Source: an optimization exercise on an open RTL-to-GDS flow (aim: small area and a short achievable clock period). Production flows keep margins and buffers that such runs may drop. Function was checked by simulation only, so behaviour that the tests miss may differ from the original.

==> inputs of 04-02 <==
==> flow/design.v <==
module varcic_mc #(
  parameter int STAGES    = 5,
  parameter int IN_WIDTH  = 18,
  parameter int OUT_WIDTH = 18,
  parameter int ACC_WIDTH = 48,
  parameter int CHANNELS  = 2
) (
  input  logic                          clock,
  input  logic                          reset,
  input  logic [5:0]                    decimation,
  input  logic [5:0]                    out_shift,
  input  logic                          in_strobe,
  input  logic [CHANNELS*IN_WIDTH-1:0]  in_data,
  output logic                          out_strobe,
  output logic [CHANNELS*OUT_WIDTH-1:0] out_data,
  output logic                          overflow
);
  localparam int W = ACC_WIDTH;
  logic [5:0]   dec_eff;
  logic [5:0]   r_lat;
  logic         r_one;
  logic [5:0]   cnt;
  logic [5:0]   s_cur;
  logic [4:0]   s_lat;
  logic [W-1:0] k_rnd;
  logic [29:0]  s_mask;
  logic         dec_change;
  logic         clr;
  logic         comb_strobe;
  logic [2:0]   flush_cnt;
  logic         flush_done;
  logic         out_en;
  logic [W-1:0] ias [CHANNELS];      
  logic [W-1:0] iac [CHANNELS];      
  logic [W-1:0] ih  [CHANNELS][4];   
  logic [W-1:0] ch  [CHANNELS][5];   
  logic [W-1:0] gs  [CHANNELS];
  logic [W-1:0] gc  [CHANNELS];
  logic [W-1:0] ia_bin [CHANNELS];
  logic [W-1:0] nas [CHANNELS];
  logic [W-1:0] nac [CHANNELS];
  logic [W-1:0] ngs [CHANNELS];
  logic [W-1:0] ngc [CHANNELS];
  logic [W-1:0] c_rnd [CHANNELS];
  logic [OUT_WIDTH-1:0] sat_val [CHANNELS];
  logic [CHANNELS-1:0]  sat_hit;
  logic                          out_strobe_r;
  logic [CHANNELS*OUT_WIDTH-1:0] out_data_r;
  logic                          overflow_r;
  assign dec_eff    = (decimation == 6'd0) ? 6'd1 : decimation;
  assign dec_change = (dec_eff != r_lat);
  assign clr        = reset | dec_change;
  assign s_cur      = (out_shift > 6'd30) ? 6'd30 : out_shift;
  assign flush_done = (flush_cnt == 3'd5);
  assign out_en     = comb_strobe & flush_done & ~clr;
  assign out_strobe = out_strobe_r;
  assign out_data   = out_data_r;
  assign overflow   = overflow_r;
  always_comb begin
    k_rnd = '0;
    if (s_cur != 6'd0) k_rnd[s_cur - 6'd1] = 1'b1;
  end
  function automatic logic [2*W-1:0] csa(input logic [W-1:0] a, input logic [W-1:0] b,
                                         input logic [W-1:0] d, input logic cin);
    logic [W-1:0] s, c;
    s = a ^ b ^ d;
    c = {(a[W-2:0] & b[W-2:0]) | (a[W-2:0] & d[W-2:0]) | (b[W-2:0] & d[W-2:0]), cin};
    csa = {c, s};
  endfunction
  always_comb begin
    for (int k = 0; k < CHANNELS; k++) begin
      logic [W-1:0] x;
      logic [W-1:0] s1, c1, s2, c2, ws, wc, s4, c4, s5, c5, s6, c6;
      logic [W-1:0] p1, q1, vs, vc, t3s, t3c, t4s, t4c, hs, hc, ga, gb;
      logic [W-1:0] u1s, u1c, u2s, u2c;
      x = {{(W - IN_WIDTH){in_data[k*IN_WIDTH + IN_WIDTH - 1]}}, in_data[k*IN_WIDTH +: IN_WIDTH]};
      {c1, s1} = csa(ias[k], iac[k], ~ih[k][2], 1'b1);
      {c2, s2} = csa(s1, c1, {ih[k][1][W-2:0], 1'b0}, 1'b0);
      {wc, ws} = csa(s2, c2, {~ih[k][0][W-2:0], 1'b1}, 1'b1);
      {c4, s4} = csa(ws, wc, {ws[W-3:0], 2'b00}, 1'b0);
      {c5, s5} = csa(s4, c4, {wc[W-3:0], 2'b00}, 1'b0);
      {c6, s6} = csa(s5, c5, ih[k][3], 1'b0);
      {nac[k], nas[k]} = csa(s6, c6, x, 1'b0);
      ia_bin[k] = ias[k] + iac[k];
      {q1, p1}   = csa(ch[k][3], ~ch[k][0], {ch[k][1][W-2:0], 1'b0}, 1'b1);
      {vc, vs}   = csa(p1, q1, {~ch[k][2][W-2:0], 1'b1}, 1'b1);
      {t3c, t3s} = csa(vs, vc, {vs[W-3:0], 2'b00}, 1'b0);
      {t4c, t4s} = csa(t3s, t3c, {vc[W-3:0], 2'b00}, 1'b0);
      {hc, hs}   = csa(t4s, t4c, ~ch[k][4], 1'b1);
      ga = r_one ? x : hs;
      gb = r_one ? '0 : hc;
      {ngc[k], ngs[k]} = csa(ga, gb, k_rnd, 1'b0);
      {u1c, u1s} = csa(ias[k], iac[k], gs[k], 1'b0);
      {u2c, u2s} = csa(u1s, u1c, gc[k], 1'b0);
      c_rnd[k] = u2s + u2c;
    end
  end
  always_comb begin
    s_mask = '0;
    for (int j = 0; j < 30; j++) s_mask[j] = (5'(j) >= s_lat);
  end
  always_comb begin
    for (int k = 0; k < CHANNELS; k++) begin
      logic [W-1:0] sh;
      logic [29:0]  diff;
      logic         same;
      sh = c_rnd[k] >> s_lat;
      for (int j = 0; j < 30; j++) diff[j] = c_rnd[k][j+17] ^ c_rnd[k][j+18];
      same = ~|(diff & s_mask);
      sat_hit[k] = ~same;
      sat_val[k] = same ? sh[OUT_WIDTH-1:0] : {c_rnd[k][W-1], {(OUT_WIDTH-1){~c_rnd[k][W-1]}}};
    end
  end
  always_ff @(posedge clock) begin
    s_lat       <= s_cur[4:0];
    r_lat       <= dec_eff;
    r_one       <= (dec_eff == 6'd1);
    comb_strobe <= 1'b0;
    if (clr) begin
      cnt <= 6'd0;
    end else if (in_strobe) begin
      if (cnt == r_lat - 6'd1) begin
        cnt         <= 6'd0;
        comb_strobe <= 1'b1;
      end else begin
        cnt <= cnt + 6'd1;
      end
    end
    if (clr) begin
      flush_cnt <= 3'd0;
    end else if (comb_strobe && !flush_done) begin
      flush_cnt <= flush_cnt + 3'd1;
    end
    out_strobe_r <= out_en;
    if (reset) begin
      out_data_r <= '0;
      overflow_r <= 1'b0;
    end else if (out_en) begin
      for (int k = 0; k < CHANNELS; k++) begin
        out_data_r[k*OUT_WIDTH +: OUT_WIDTH] <= sat_val[k];
      end
      if (|sat_hit) overflow_r <= 1'b1;
    end
  end
  always_ff @(posedge clock) begin
    for (int k = 0; k < CHANNELS; k++) begin
      gs[k] <= ngs[k];
      gc[k] <= ngc[k];
      if (in_strobe) begin
        ias[k]   <= r_one ? '0 : nas[k];
        iac[k]   <= r_one ? '0 : nac[k];
        ih[k][0] <= ia_bin[k];
        for (int i = 1; i < 4; i++) ih[k][i] <= ih[k][i-1];
      end
      if (comb_strobe) begin
        ch[k][0] <= ia_bin[k];
        for (int i = 1; i < 5; i++) ch[k][i] <= ch[k][i-1];
      end
    end
  end
endmodule
==> flow/flow/run.sh <==
#!/bin/bash
set -euo pipefail
export SETUP_SLACK_MARGIN=11
bash standard.sh > standard_flow.log 2>&1
==> flow/standard.sh <==
#!/bin/bash
# synth_recipe.tcl (not shown) runs the flow's synth.tcl, then flattens the netlist and writes it again
# the make line also repeats each setting of config.mk as NAME=value (left out here)
make -C /OpenROAD-flow-scripts/flow DESIGN_CONFIG=/design/flow/config.mk WORK_HOME=/design/flow/orfs CLKGATE_MAP_FILE= SYNTH_SCRIPT=/design/flow/synth_recipe.tcl "${@:-finish}"
==> flow/config.mk <==
export PLATFORM = sky130hd
export DESIGN_NAME = varcic_mc
export DESIGN_NICKNAME = varcic_mc
export VERILOG_FILES = /design/flow/design.v
export SDC_FILE = /design/flow/constraint.sdc
export NUM_CORES = 4
export LEC_CHECK = 0
export CAP_MARGIN = 20
export CORE_MARGIN = 2
export CORE_UTILIZATION = 60
export CTS_BUF_LIST = sky130_fd_sc_hd__clkbuf_8
export SLEW_MARGIN = 20
==> flow/constraint.sdc <==
create_clock -name core_clock -period 16.0 [get_ports {clock}]
set_input_delay 3.2000 -clock core_clock [delete_from_list [all_inputs] [get_ports {clock}]]
set_output_delay 3.2000 -clock core_clock [all_outputs]
set_load 0.01 [all_outputs]
==> 02-08: changes against 04-02 <==
--- a/flow/config.mk
+++ b/flow/config.mk
@@ -7,6 +7,5 @@
 export LEC_CHECK = 0
 export CAP_MARGIN = 20
 export CORE_MARGIN = 2
-export CORE_UTILIZATION = 60
-export CTS_BUF_LIST = sky130_fd_sc_hd__clkbuf_8
+export CORE_UTILIZATION = 40
 export SLEW_MARGIN = 20
==> 08-01: changes against 04-02 <==
==> flow/run.sh (new file) <==
#!/bin/bash
# synth_recipe.tcl (not shown) runs the flow's synth.tcl, then flattens the netlist and writes it again
# the make line also repeats each setting of config.mk as NAME=value (left out here)
make -C /OpenROAD-flow-scripts/flow DESIGN_CONFIG=/design/flow/config.mk WORK_HOME=/design/flow/orfs CLKGATE_MAP_FILE= SYNTH_SCRIPT=/design/flow/synth_recipe.tcl finish
--- a/flow/config.mk
+++ b/flow/config.mk
@@ -7,6 +7,6 @@
 export LEC_CHECK = 0
 export CAP_MARGIN = 20
 export CORE_MARGIN = 2
-export CORE_UTILIZATION = 60
-export CTS_BUF_LIST = sky130_fd_sc_hd__clkbuf_8
+export CORE_UTILIZATION = 40
+export SETUP_SLACK_MARGIN = 5
 export SLEW_MARGIN = 20
removed: flow/flow/run.sh
removed: flow/standard.sh
==> summary of the runs <==
- The lowest first-iteration DRC count belongs to 02-08, the highest to 04-02.
- Die area is the same in 08-01 and 02-08.
- Utilization: 04-02 > 02-08 > 08-01.
- In sequential cell count, 02-08 and 08-01 do not differ.
- The highest cell count belongs to 02-08, the lowest to 04-02.
- Between 08-01 and 02-08, the lower global-route usage is in 02-08 (gap 0.64 points).
- Hold slack: 08-01 < 04-02 < 02-08.
- Final area, highest first: 02-08, 04-02, 08-01.
- The lowest via count belongs to 08-01, the highest to 04-02.
==> figures <==
Outcome: 08-01 timing/DRC/antenna clean; 02-08 timing/DRC/antenna clean; 04-02 timing/DRC/antenna clean
Dpl cell area: 08-01 0.0936 sq mm; 02-08 0.0937 sq mm; 04-02 0.0924 sq mm
Number of instances in the placed design: 08-01 9908; 02-08 9902; 04-02 8861
Worst Setup Slack post-DPL: 08-01 8.31 ns; 02-08 8.60 ns; 04-02 8.85 ns
Data arrival time at the worst-slack endpoint: 08-01 7.78 ns; 02-08 6.13 ns; 04-02 6.41 ns
Vias: 08-01 51800; 02-08 52200; 04-02 53500
#MultiIn Comb: 08-01 4198; 02-08 4205; 04-02 4202
Source of the worst register-to-register timing path: 08-01 ias[0][10]; 02-08 ias[0][5]; 04-02 ias[1][29]
Clock buffer and inverter area fraction after layout: 08-01 5.34%; 02-08 4.98%; 04-02 4.35%
RePlAce Congestion: 08-01 0.938; 02-08 0.922; 04-02 1.01
Global Route met2 Usage: 08-01 33.1%; 02-08 31.7%; 04-02 47.3%
Wire length per cell: 08-01 21.9 microns; 02-08 20.8 microns; 04-02 23.0 microns
Critical-path cell with the highest stage delay: 08-01 sky130_fd_sc_hd__nor2_1; 02-08 sky130_fd_sc_hd__fa_1; 04-02 sky130_fd_sc_hd__fa_1
Total core area: 08-01 0.222 sq mm; 02-08 0.222 sq mm; 04-02 0.148 sq mm
All-Layer GR Usage: 08-01 20.2%; 02-08 19.5%; 04-02 29.9%
Normalized max-slew margin: 08-01 21.2%; 02-08 27.6%; 04-02 31.1%
1st-pass router iterations: 08-01 7; 02-08 6; 04-02 9
Clock buffer count in the final layout: 08-01 182; 02-08 208; 04-02 239
Top routing layer used: 08-01 met4; 02-08 met4; 04-02 met5
WP data required: 08-01 16.71 ns; 02-08 16.71 ns; 04-02 16.83 ns
Post-route fraction of the period consumed by the critical path: 08-01 44.2%; 02-08 33.9%; 04-02 34.9%

-- separate check: timing with driven ports --
The flow's constraints put no driver on any port. The routed layouts listed below were extracted and timed again, unchanged, in two steps. Step 1 (the two cells are an assumption about what drives the block):
set clk [get_ports {clock}]
set_driving_cell -lib_cell sky130_fd_sc_hd__clkbuf_16 $clk
set_driving_cell -lib_cell sky130_fd_sc_hd__buf_2 [delete_from_list [all_inputs] $clk]
Step 2 adds t to the input delays and takes it off the output delays; t is the mean of the earliest and latest rising clock arrival at the registers after step 1. Input paths then give back, and output paths get back, about the clock's delay inside the block. Three values: no drivers, after step 1, after step 2; two values: the first two.
run	t (ns)	setup slack, ns	latest minus earliest clock arrival (ns)	slew at the worst register clock pin (ns)	worst data-port slew with drivers (ns)
04-02	1.026	10.421 / 10.421 / 9.693	0.076 / 0.076	0.09 / 0.09	0.06
02-08	0.899	10.578 / 10.578 / 9.774	0.054 / 0.054	0.07 / 0.07	0.20
08-01	0.903	8.929 / 8.994 / 8.091	0.050 / 0.050	0.07 / 0.07	0.19
After both steps every run listed still meets setup and hold. The setup slack of 08-01, which loses most, moves by +0.065 ns with the drivers and by -0.838 ns with both steps.
